This is an optimization exercise on Yosys and OpenROAD, whose aim is small area and a short achievable clock period, not a production implementation. The RTL was checked by simulation tests, not by an equivalence proof against the original design. No activity file was given, so power comes from the tool's default toggle rates.

==> design.v <==
`timescale 1ns / 1ps
package swz_pkg;
  localparam int MAX_DIM    = 4096;
  localparam int FRAC_BITS  = 16;
  localparam int DIM_W      = 13;
  localparam int IDX_W      = 12;
  localparam int ACC_W      = 32;
  localparam int STEP_W     = 29;
  localparam int OFF_W      = 26;
  localparam int CFG_IDX_W  = 3;
  localparam int CFG_DATA_W = 32;
  localparam int TGT_W      = ACC_W - FRAC_BITS;
  localparam logic [CFG_IDX_W-1:0] REG_SOURCE_WIDTH  = 3'd0;
  localparam logic [CFG_IDX_W-1:0] REG_SOURCE_HEIGHT = 3'd1;
  localparam logic [CFG_IDX_W-1:0] REG_OUT_WIDTH     = 3'd2;
  localparam logic [CFG_IDX_W-1:0] REG_OUT_HEIGHT    = 3'd3;
  localparam logic [CFG_IDX_W-1:0] REG_STEP_X        = 3'd4;
  localparam logic [CFG_IDX_W-1:0] REG_STEP_Y        = 3'd5;
  localparam logic [CFG_IDX_W-1:0] REG_HAS_ALPHA     = 3'd6;
  localparam logic [7:0] ALPHA_OPAQUE = 8'd255;
  typedef struct packed {
    logic [IDX_W-1:0]  src_w_m1;
    logic [IDX_W-1:0]  src_h_m1;
    logic [DIM_W-1:0]  out_w;
    logic [DIM_W-1:0]  out_h;
    logic [IDX_W-1:0]  out_w_m1;
    logic [IDX_W-1:0]  out_h_m1;
    logic [STEP_W-1:0] step_x;
    logic [STEP_W-1:0] step_y;
    logic              has_alpha;
  } cfg_t;
  function automatic logic [ACC_W-1:0] sat_add(input logic [ACC_W-1:0] a,
                                               input logic [STEP_W-1:0] b);
    logic [ACC_W:0] s;
    begin
      s = {1'b0, a} + {{(ACC_W+1-STEP_W){1'b0}}, b};
      sat_add = s[ACC_W] ? {ACC_W{1'b1}} : s[ACC_W-1:0];
    end
  endfunction
  function automatic logic [OFF_W-1:0] tile_offset(input logic [IDX_W-1:0] x,
                                                   input logic [IDX_W-1:0] y,
                                                   input logic [DIM_W-1:0] w);
    logic [20:0] blk;
    logic [26:0] off;
    begin
      blk = 21'(y[IDX_W-1:2] * w[DIM_W-1:2]) + 21'(x[IDX_W-1:2]);
      off = {blk, 1'b0, y[1:0], x[1:0], 1'b0};
      tile_offset = off[OFF_W-1:0];
    end
  endfunction
endpackage
`timescale 1ns / 1ps
module swz_cfg_regs (
  input  logic          clk,
  input  logic          rst_n,
  input  logic                              cfg_wr_valid,
  output logic                              cfg_wr_ready,
  input  logic [swz_pkg::CFG_IDX_W-1:0]      cfg_wr_index,
  input  logic [swz_pkg::CFG_DATA_W-1:0]     cfg_wr_data,
  output swz_pkg::cfg_t cfg
);
  swz_pkg::cfg_t cfg_r;
  swz_pkg::cfg_t cfg_nxt;
  logic [swz_pkg::DIM_W-1:0] wr_dim;
  function automatic logic [swz_pkg::IDX_W-1:0] src_m1(input logic [swz_pkg::DIM_W-1:0] v);
    logic [swz_pkg::DIM_W-1:0] d;
    begin
      d = v - 13'd1;
      if (v == '0) begin
        src_m1 = '0;
      end else if (v > 13'(swz_pkg::MAX_DIM)) begin
        src_m1 = {swz_pkg::IDX_W{1'b1}};
      end else begin
        src_m1 = d[swz_pkg::IDX_W-1:0];
      end
    end
  endfunction
  function automatic logic [swz_pkg::DIM_W-1:0] out_clamp(input logic [swz_pkg::DIM_W-1:0] v);
    logic [swz_pkg::DIM_W-1:0] c;
    begin
      c = (v > 13'(swz_pkg::MAX_DIM)) ? 13'(swz_pkg::MAX_DIM) : v;
      out_clamp = {c[swz_pkg::DIM_W-1:2], 2'b00};
    end
  endfunction
  function automatic logic [swz_pkg::IDX_W-1:0] out_m1(input logic [swz_pkg::DIM_W-1:0] v);
    logic [swz_pkg::DIM_W-1:0] d;
    begin
      d = out_clamp(v) - 13'd1;
      out_m1 = d[swz_pkg::IDX_W-1:0];
    end
  endfunction
  assign cfg_wr_ready = 1'b1;
  assign wr_dim       = cfg_wr_data[swz_pkg::DIM_W-1:0];
  assign cfg          = cfg_r;
  always_comb begin
    cfg_nxt = cfg_r;
    if (cfg_wr_valid) begin
      case (cfg_wr_index)
        swz_pkg::REG_SOURCE_WIDTH:  cfg_nxt.src_w_m1 = src_m1(wr_dim);
        swz_pkg::REG_SOURCE_HEIGHT: cfg_nxt.src_h_m1 = src_m1(wr_dim);
        swz_pkg::REG_OUT_WIDTH: begin
          cfg_nxt.out_w    = out_clamp(wr_dim);
          cfg_nxt.out_w_m1 = out_m1(wr_dim);
        end
        swz_pkg::REG_OUT_HEIGHT: begin
          cfg_nxt.out_h    = out_clamp(wr_dim);
          cfg_nxt.out_h_m1 = out_m1(wr_dim);
        end
        swz_pkg::REG_STEP_X:    cfg_nxt.step_x    = cfg_wr_data[swz_pkg::STEP_W-1:0];
        swz_pkg::REG_STEP_Y:    cfg_nxt.step_y    = cfg_wr_data[swz_pkg::STEP_W-1:0];
        swz_pkg::REG_HAS_ALPHA: cfg_nxt.has_alpha = cfg_wr_data[0];
        default: ;
      endcase
    end
  end
  always_ff @(posedge clk) begin
    if (!rst_n) begin
      cfg_r.src_w_m1  <= '0;
      cfg_r.src_h_m1  <= '0;
      cfg_r.out_w     <= '0;
      cfg_r.out_h     <= '0;
      cfg_r.out_w_m1  <= {swz_pkg::IDX_W{1'b1}};
      cfg_r.out_h_m1  <= {swz_pkg::IDX_W{1'b1}};
      cfg_r.step_x    <= swz_pkg::STEP_W'(1 << swz_pkg::FRAC_BITS);
      cfg_r.step_y    <= swz_pkg::STEP_W'(1 << swz_pkg::FRAC_BITS);
      cfg_r.has_alpha <= 1'b0;
    end else begin
      cfg_r <= cfg_nxt;
    end
  end
endmodule
`timescale 1ns / 1ps
module rgba8_tile_swizzle_downscale_unit (
  input  logic       clk,
  input  logic       rst_n,
  input  logic        in_valid,
  output logic        in_ready,
  input  logic [7:0]  in_red,
  input  logic [7:0]  in_green,
  input  logic [7:0]  in_blue,
  input  logic [7:0]  in_alpha,
  output logic        out_valid,
  input  logic        out_ready,
  output logic [25:0] out_byte_offset,
  output logic [7:0]  out_alpha,
  output logic [7:0]  out_red,
  output logic [7:0]  out_green,
  output logic [7:0]  out_blue,
  output logic        out_frame_done,
  input  logic        cfg_valid,
  output logic        cfg_ready,
  input  logic [2:0]  cfg_index,
  input  logic [31:0] cfg_data
);
  swz_pkg::cfg_t cfg;
  logic [swz_pkg::IDX_W-1:0] src_col_r, src_col_nxt;
  logic [swz_pkg::IDX_W-1:0] src_row_r, src_row_nxt;
  logic [swz_pkg::DIM_W-1:0] dst_col_r, dst_col_nxt;
  logic [swz_pkg::DIM_W-1:0] dst_row_r, dst_row_nxt;
  logic [swz_pkg::ACC_W-1:0] col_acc_r, col_acc_nxt;
  logic [swz_pkg::ACC_W-1:0] row_acc_r, row_acc_nxt;
  logic                      out_valid_r;
  logic [swz_pkg::OFF_W-1:0] out_offset_r;
  logic [7:0]                out_alpha_r, out_red_r, out_green_r, out_blue_r;
  logic                      out_done_r;
  logic in_fire;
  logic row_sel, col_sel, emit;
  logic row_end, frame_end;
  logic last_pix;
  swz_cfg_regs u_cfg (
    .clk    (clk),
    .rst_n  (rst_n),
    .cfg_wr_valid (cfg_valid),
    .cfg_wr_ready (cfg_ready),
    .cfg_wr_index (cfg_index),
    .cfg_wr_data  (cfg_data),
    .cfg    (cfg)
  );
  assign in_ready = !out_valid_r || out_ready;
  assign in_fire      = in_valid && in_ready;
  assign row_sel = (dst_row_r < cfg.out_h) &&
                   (row_acc_r[swz_pkg::ACC_W-1:swz_pkg::FRAC_BITS] ==
                    swz_pkg::TGT_W'(src_row_r));
  assign col_sel = (dst_col_r < cfg.out_w) &&
                   (col_acc_r[swz_pkg::ACC_W-1:swz_pkg::FRAC_BITS] ==
                    swz_pkg::TGT_W'(src_col_r));
  assign emit      = row_sel && col_sel;
  assign row_end   = src_col_r >= cfg.src_w_m1;
  assign frame_end = row_end && (src_row_r >= cfg.src_h_m1);
  assign last_pix  = (dst_col_r == {1'b0, cfg.out_w_m1}) &&
                     (dst_row_r == {1'b0, cfg.out_h_m1});
  always_comb begin
    src_col_nxt = src_col_r;
    src_row_nxt = src_row_r;
    dst_col_nxt = dst_col_r;
    dst_row_nxt = dst_row_r;
    col_acc_nxt = col_acc_r;
    row_acc_nxt = row_acc_r;
    if (in_fire) begin
      if (col_sel) begin
        dst_col_nxt = dst_col_r + 13'd1;
        col_acc_nxt = swz_pkg::sat_add(col_acc_r, cfg.step_x);
      end
      if (row_end) begin
        src_col_nxt = '0;
        dst_col_nxt = '0;
        col_acc_nxt = '0;
        if (frame_end) begin
          src_row_nxt = '0;
          dst_row_nxt = '0;
          row_acc_nxt = '0;
        end else begin
          src_row_nxt = src_row_r + 12'd1;
          if (row_sel) begin
            dst_row_nxt = dst_row_r + 13'd1;
            row_acc_nxt = swz_pkg::sat_add(row_acc_r, cfg.step_y);
          end
        end
      end else begin
        src_col_nxt = src_col_r + 12'd1;
      end
    end
  end
  always_ff @(posedge clk) begin
    if (!rst_n) begin
      src_col_r   <= '0;
      src_row_r   <= '0;
      dst_col_r   <= '0;
      dst_row_r   <= '0;
      col_acc_r   <= '0;
      row_acc_r   <= '0;
      out_valid_r <= 1'b0;
    end else begin
      src_col_r <= src_col_nxt;
      src_row_r <= src_row_nxt;
      dst_col_r <= dst_col_nxt;
      dst_row_r <= dst_row_nxt;
      col_acc_r <= col_acc_nxt;
      row_acc_r <= row_acc_nxt;
      if (in_fire) begin
        out_valid_r <= emit;
      end else if (out_ready) begin
        out_valid_r <= 1'b0;
      end
    end
  end
  always_ff @(posedge clk) begin
    if (in_fire && emit) begin
      out_offset_r <= swz_pkg::tile_offset(dst_col_r[swz_pkg::IDX_W-1:0],
                                           dst_row_r[swz_pkg::IDX_W-1:0], cfg.out_w);
      out_alpha_r  <= cfg.has_alpha ? in_alpha : swz_pkg::ALPHA_OPAQUE;
      out_red_r    <= in_red;
      out_green_r  <= in_green;
      out_blue_r   <= in_blue;
      out_done_r   <= last_pix;
    end
  end
  assign out_valid           = out_valid_r;
  assign out_byte_offset = out_offset_r;
  assign out_alpha           = out_alpha_r;
  assign out_red             = out_red_r;
  assign out_green           = out_green_r;
  assign out_blue            = out_blue_r;
  assign out_frame_done      = out_done_r;
endmodule
==> run.sh <==
#!/bin/bash
# synth_recipe.tcl (not shown) runs the flow's synth.tcl, then flattens the netlist and writes it again
# the make line also repeats each setting of config.mk as NAME=value (left out here)
make -C /OpenROAD-flow-scripts/flow DESIGN_CONFIG=/design/flow/config.mk WORK_HOME=/design/flow/orfs CLKGATE_MAP_FILE= SYNTH_SCRIPT=/design/flow/synth_recipe.tcl finish
==> config.mk <==
export PLATFORM = sky130hd
export DESIGN_NAME = rgba8_tile_swizzle_downscale_unit
export DESIGN_NICKNAME = rgba8_tile_swizzle_downscale_unit
export VERILOG_FILES = /design/flow/design.v
export SDC_FILE = /design/flow/constraint.sdc
export NUM_CORES = 4
export LEC_CHECK = 0
export CAP_MARGIN = 20
export CORE_MARGIN = 2
export CORE_UTILIZATION = 40
export SLEW_MARGIN = 20
==> constraint.sdc <==
create_clock -name core_clock -period 5.6 [get_ports {clk}]
set_input_delay 1.1200 -clock core_clock [delete_from_list [all_inputs] [get_ports {clk}]]
set_output_delay 1.1200 -clock core_clock [all_outputs]
set_load 0.01 [all_outputs]
==> metrics.md <==
| Metric | Value |
|---|---|
| Outcome | `complete, no violations` |
| Post-synth ARST share | `0` |
| DR iter-0 viols | `832` |
| Clock Latency Late Sink | `0.55 ns` |
| Syn. warnings | `2` |
| Worst r2r path cells | `20` |
| Hold Crit Depth | `2` |
| Yosys reg bits | `297` |
| Max Slew Vio Count | `0` |
| R2r startpoint | `u_cfg.cfg_r[100]` |
| Hold endpoint | `row_acc_r[7]` |
| CTS tree | `built` |
| Max cap viols | `0` |
| Post-Route WL | `48600 µm` |
| RePlAce Congestion | `0.859` |
| Vias | `15.5k` |
| Die width | `224 µm` |
| Worst path required time | `5.88 ns` |
| Antenna viol nets, final | `0` |
| Mapped Avg Cell Area | `8.57 µm²` |
| Critical path class | `reg2reg` |
| Final Setup Violations | `0` |
| Crit path top cell by count | `fa_1` |
| Sequential area share after synthesis | `0.335` |
| CTS buffer count | `35` |
| Area grow syn2layout | `16.5%` |
| Placed cell count | `2947` |
| First-pass GRT wire length | `79700 µm` |
| Final hold vios | `0` |
| XOR/XNOR share of the synthesized area | `0.0716` |
| R2r setup slk | `0.22 ns` |
| # H-tree levels | `2` |
| Ys flop type | `dfxtp_1` |
| Tot GR Track Use | `0.196` |
| CP Capture Type | `register` |
| Post-CTS Hold Buffers | `0` |
| Synthesized instance count | `2268` |
| Hpwl dp | `36700 µm` |
| FP Rows | `80` |
| CP startpoint | `u_cfg.cfg_r[100]` |
| Routed len/inst | `16.1 µm` |
| Biggest fanout along the worst timing path | `5` |
| Least-Margin Pin Slew | `1.03 ns` |
| Adder-cell share of the synthesized area | `0.190` |
| Max clock buf depth | `3` |
| Initial antenna violation count | `5` |
| VDD IR-drop max | `0.239 mV` |
| Compound-cell area share of the yosys netlist | `0.148` |
| Die H | `224 µm` |
| Worst EP arrival | `5.66 ns` |
| Period Utilization, post-route | `0.960` |
| Final critical-path required period | `5.38 ns` |
| Post-route insts no fill | `3012` |
| Grt ovf | `0` |
| Number of global-route vias before repair | `15.4k` |
| Synth Cell Area | `19400 µm²` |
| Post-synth EDFFs | `57` |
| Setup_tns | `0 ns` |
| DRT Pass-1 Iters | `7` |
| Core ar. | `47800 µm²` |
| CP max-delay cell | `fa_1` |
| Layout Skew | `0.0139 ns` |
| Max incr delay on CP | `0.55 ns` |
| Largest family of logic cells by synthesized area | `simple AND/OR/NAND/NOR gates` |
| HP Start | `row_acc_r[7]` |
| Crit path launch type | `register` |
| Total power | `4.96 mW` |
| Die ar. | `50400 µm²` |
| Worst min-delay path category | `reg2reg` |
| Pleak | `9.68 nW` |
| R2r endpoint | `out_offset_r[25]` |
| Layout cells sized above 1 | `0.0559` |
| Clock root buffer | `clkbuf_16` |
| Starting Density | `0.406` |
| Power density cells | `219 nW/µm²` |
| CP Cell Sequence | `nand2_1 -> fa_1 -> fa_1 -> inv_1 -> fa_1 -> fa_1 -> inv_1 -> fa_1 -> inv_1 -> ha_1 -> and2_1 -> and3_1 -> a32o_1 -> a21oi_2 -> a211oi_2 -> nor2_1 -> a21oi_2 -> a21o_1 -> a21oi_2 -> xnor2_1` |
| Clk pin slew, worst setup/hold paths | `0.06 ns` |
| Final Net Count | `2688` |
| Via density | `5.14` |
| Max-slew headroom | `0.312` |
| Fillers | `4671` |
| Max frequency | `186 MHz` |
| Post-synthesis mux area share | `0.00206` |
| Unrepaired setup endpoints after global routing | `false` |
| Pin count of the biggest net entering global routing | `88` |
| Worst hold margin | `0.438 ns` |
| Port bufs | `127` |
| IO Count | `134` |
| Post-Synth Simple-Gate Area | `0.195` |
| Drt drc | `0` |
| Yosys cell types | `74` |
| Clock sink total | `297` |
[report_power, final]
group | total [mW] | switching (mW) | internal, mW
Clock | 2.38 | 0.944 | 1.43
Sequential | 2.23 | 0.0258 | 2.21
Combinational | 0.350 | 0.208 | 0.143
Total | 4.96 | 1.18 | 3.78
[registers in the layout, summed over array words and instances (netlist names), 12 cells and up]
| signal | cells |
|---|---|
| dst_row_r | 13 |
| dst_col_r | 13 |
| col_acc_r | 32 |
| src_row_r | 12 |
| src_col_r | 12 |
| row_acc_r | 32 |
| out_offset_r | 24 |
| u_cfg.cfg_r | 125 |
[Yosys cell counts, types with 5 or more instances]
cell type | count | share of area
fa_1 | 81 | 0.083
nor3_1 | 24 | 0.0062
dfxtp_1 | 240 | 0.25
nand2_1 | 415 | 0.080
inv_1 | 180 | 0.035
nand4_1 | 29 | 0.0093
ha_1 | 165 | 0.11
a211oi_1 | 10 | 0.0039
and3_1 | 18 | 0.0058
clkbuf_1 | 93 | 0.018
nand3_1 | 45 | 0.012
a21boi_0 | 97 | 0.037
nor4_1 | 10 | 0.0032
edfxtp_1 | 57 | 0.088
a21o_1 | 38 | 0.015
xnor2_1 | 82 | 0.037
nor2_1 | 131 | 0.025
a21oi_1 | 82 | 0.021
o21ai_0 | 104 | 0.027
or3_1 | 8 | 0.0026
and2_1 | 76 | 0.024
nor3b_1 | 5 | 0.0019
nand2b_1 | 28 | 0.0090
or2_2 | 6 | 0.0019
xor2_1 | 77 | 0.035
nor2b_1 | 26 | 0.0084
a31oi_1 | 17 | 0.0055
o211ai_1 | 24 | 0.0093
o211a_1 | 11 | 0.0057
o21bai_1 | 8 | 0.0031
buf_2 | 6 | 0.0015
o21a_1 | 13 | 0.0050
[cells in the final DEF, fill, tap and decap left out, types with 77 or more instances in the layout]
| cell | n |
|---|---|
| fa_1 | 81 |
| o21ai_0 | 103 |
| xor2_1 | 77 |
| dfxtp_1 | 236 |
| xnor2_1 | 82 |
| a21boi_0 | 97 |
| inv_1 | 179 |
| nor2_1 | 130 |
| clkdlybuf4s50_1 | 126 |
| a21oi_1 | 78 |
| nand2_1 | 415 |
| ha_1 | 165 |
[timing repair]
item                                    CTS  global route
setup buffers                             0             1
endpoints found under the setup margin    0             3
hold endpoints to repair                  0             0
gates resized for setup                   0            11
[per-layer routing]
layer  up-vias  wire, µm  GRT usage
li1       7782         -          -
met1      7360     21900      0.250
met2       253     23700      0.344
met3        72      2050     0.0298
met4         6       986     0.0545
met5         -        43          0
[final cells by class]
| cell class | instances | area (µm²) | area share |
|---|---|---|---|
| inverter | 180 | 676 | 0.0298 |
| timing repair buffer | 174 | 1630 | 0.0721 |
| antenna | 2 | 5.00 | 0.000221 |
| sequential | 297 | 6520 | 0.288 |
| multi-input combinational | 1682 | 11900 | 0.524 |
| clock buffer | 47 | 992 | 0.0438 |
| tap | 615 | 769 | 0.0340 |
| clock inverter | 15 | 194 | 0.00856 |
[critical path, delay by kind of cell (launching register included)]
kind / cells / cell delay (ns)
AOI/OAI and AO/OA: 6 / 0.96
xor gates and xnor gates: 1 / 0.07
and+or+nand+nor: 4 / 0.63
adders and majority gates: 6 / 2.90
DFF: 1 / 0.42
buffers and inverters: 3 / 0.15
[worst max path at each step]
stage,slack (ns),depth (start not counted),endpoint
2_1_floorplan,0.03,24,out_offset_r[25]
3_3_place_gp,0.09,22,out_offset_r[25]
3_5_place_dp,0.03,22,out_offset_r[25]
4_1_cts,0.03,22,out_offset_r[25]
5_1_grt,0.003,22,out_offset_r[25]
6_report,0.22,20,out_offset_r[25]
[cells by family after synthesis]
group	after synthesis
other	2
xor gates and xnor gates	159
buffers and inverters	290
AOI/OAI and AO/OA	437
muxes	4
and+or+nand+nor	832
DFF	297
adders and majority gates	247
[through the flow]
| step | instance area (µm²) | util | setup WS [ns] |
|---|---|---|---|
| 6_report | 22700 | 0.474 | 0.222 |
| 5_1_grt | 22700 | 0.473 | 0.00299 |
| 4_1_cts | 22600 | 0.472 | 0.0255 |
| 3_5_place_dp | 21400 | 0.447 | 0.0261 |
| 3_3_place_gp | 21400 | 0.447 | 0.0905 |
| 2_1_floorplan | 19500 | - | 0.0267 |

separate check: timing with driven ports:
The flow's constraints put no driver on any port. The routed layout listed below was extracted and timed again, unchanged, in two steps. Step 1 (the two cells are an assumption about what drives the block):
set clk [get_ports {clk}]
set_driving_cell -lib_cell sky130_fd_sc_hd__clkbuf_16 $clk
set_driving_cell -lib_cell sky130_fd_sc_hd__buf_2 [delete_from_list [all_inputs] $clk]
Step 2, shift: input delay + t, output delay - t, t = (earliest + latest rising clock arrival at the registers) / 2. This alone moves slack from input paths to output paths. Slacks: no drivers / after step 1 / after step 2; pairs: no drivers / after step 1.
t, ns: 0.597
setup WS [ns]: 0.222 / 0.222 / 0.222
worst setup path after step 2: register to register
cell pins on the clock port's net: 1
After both steps setup and hold are still met in this run. For this run, drivers alone change the setup slack by 0.000 ns; drivers and shift together by 0.000 ns.
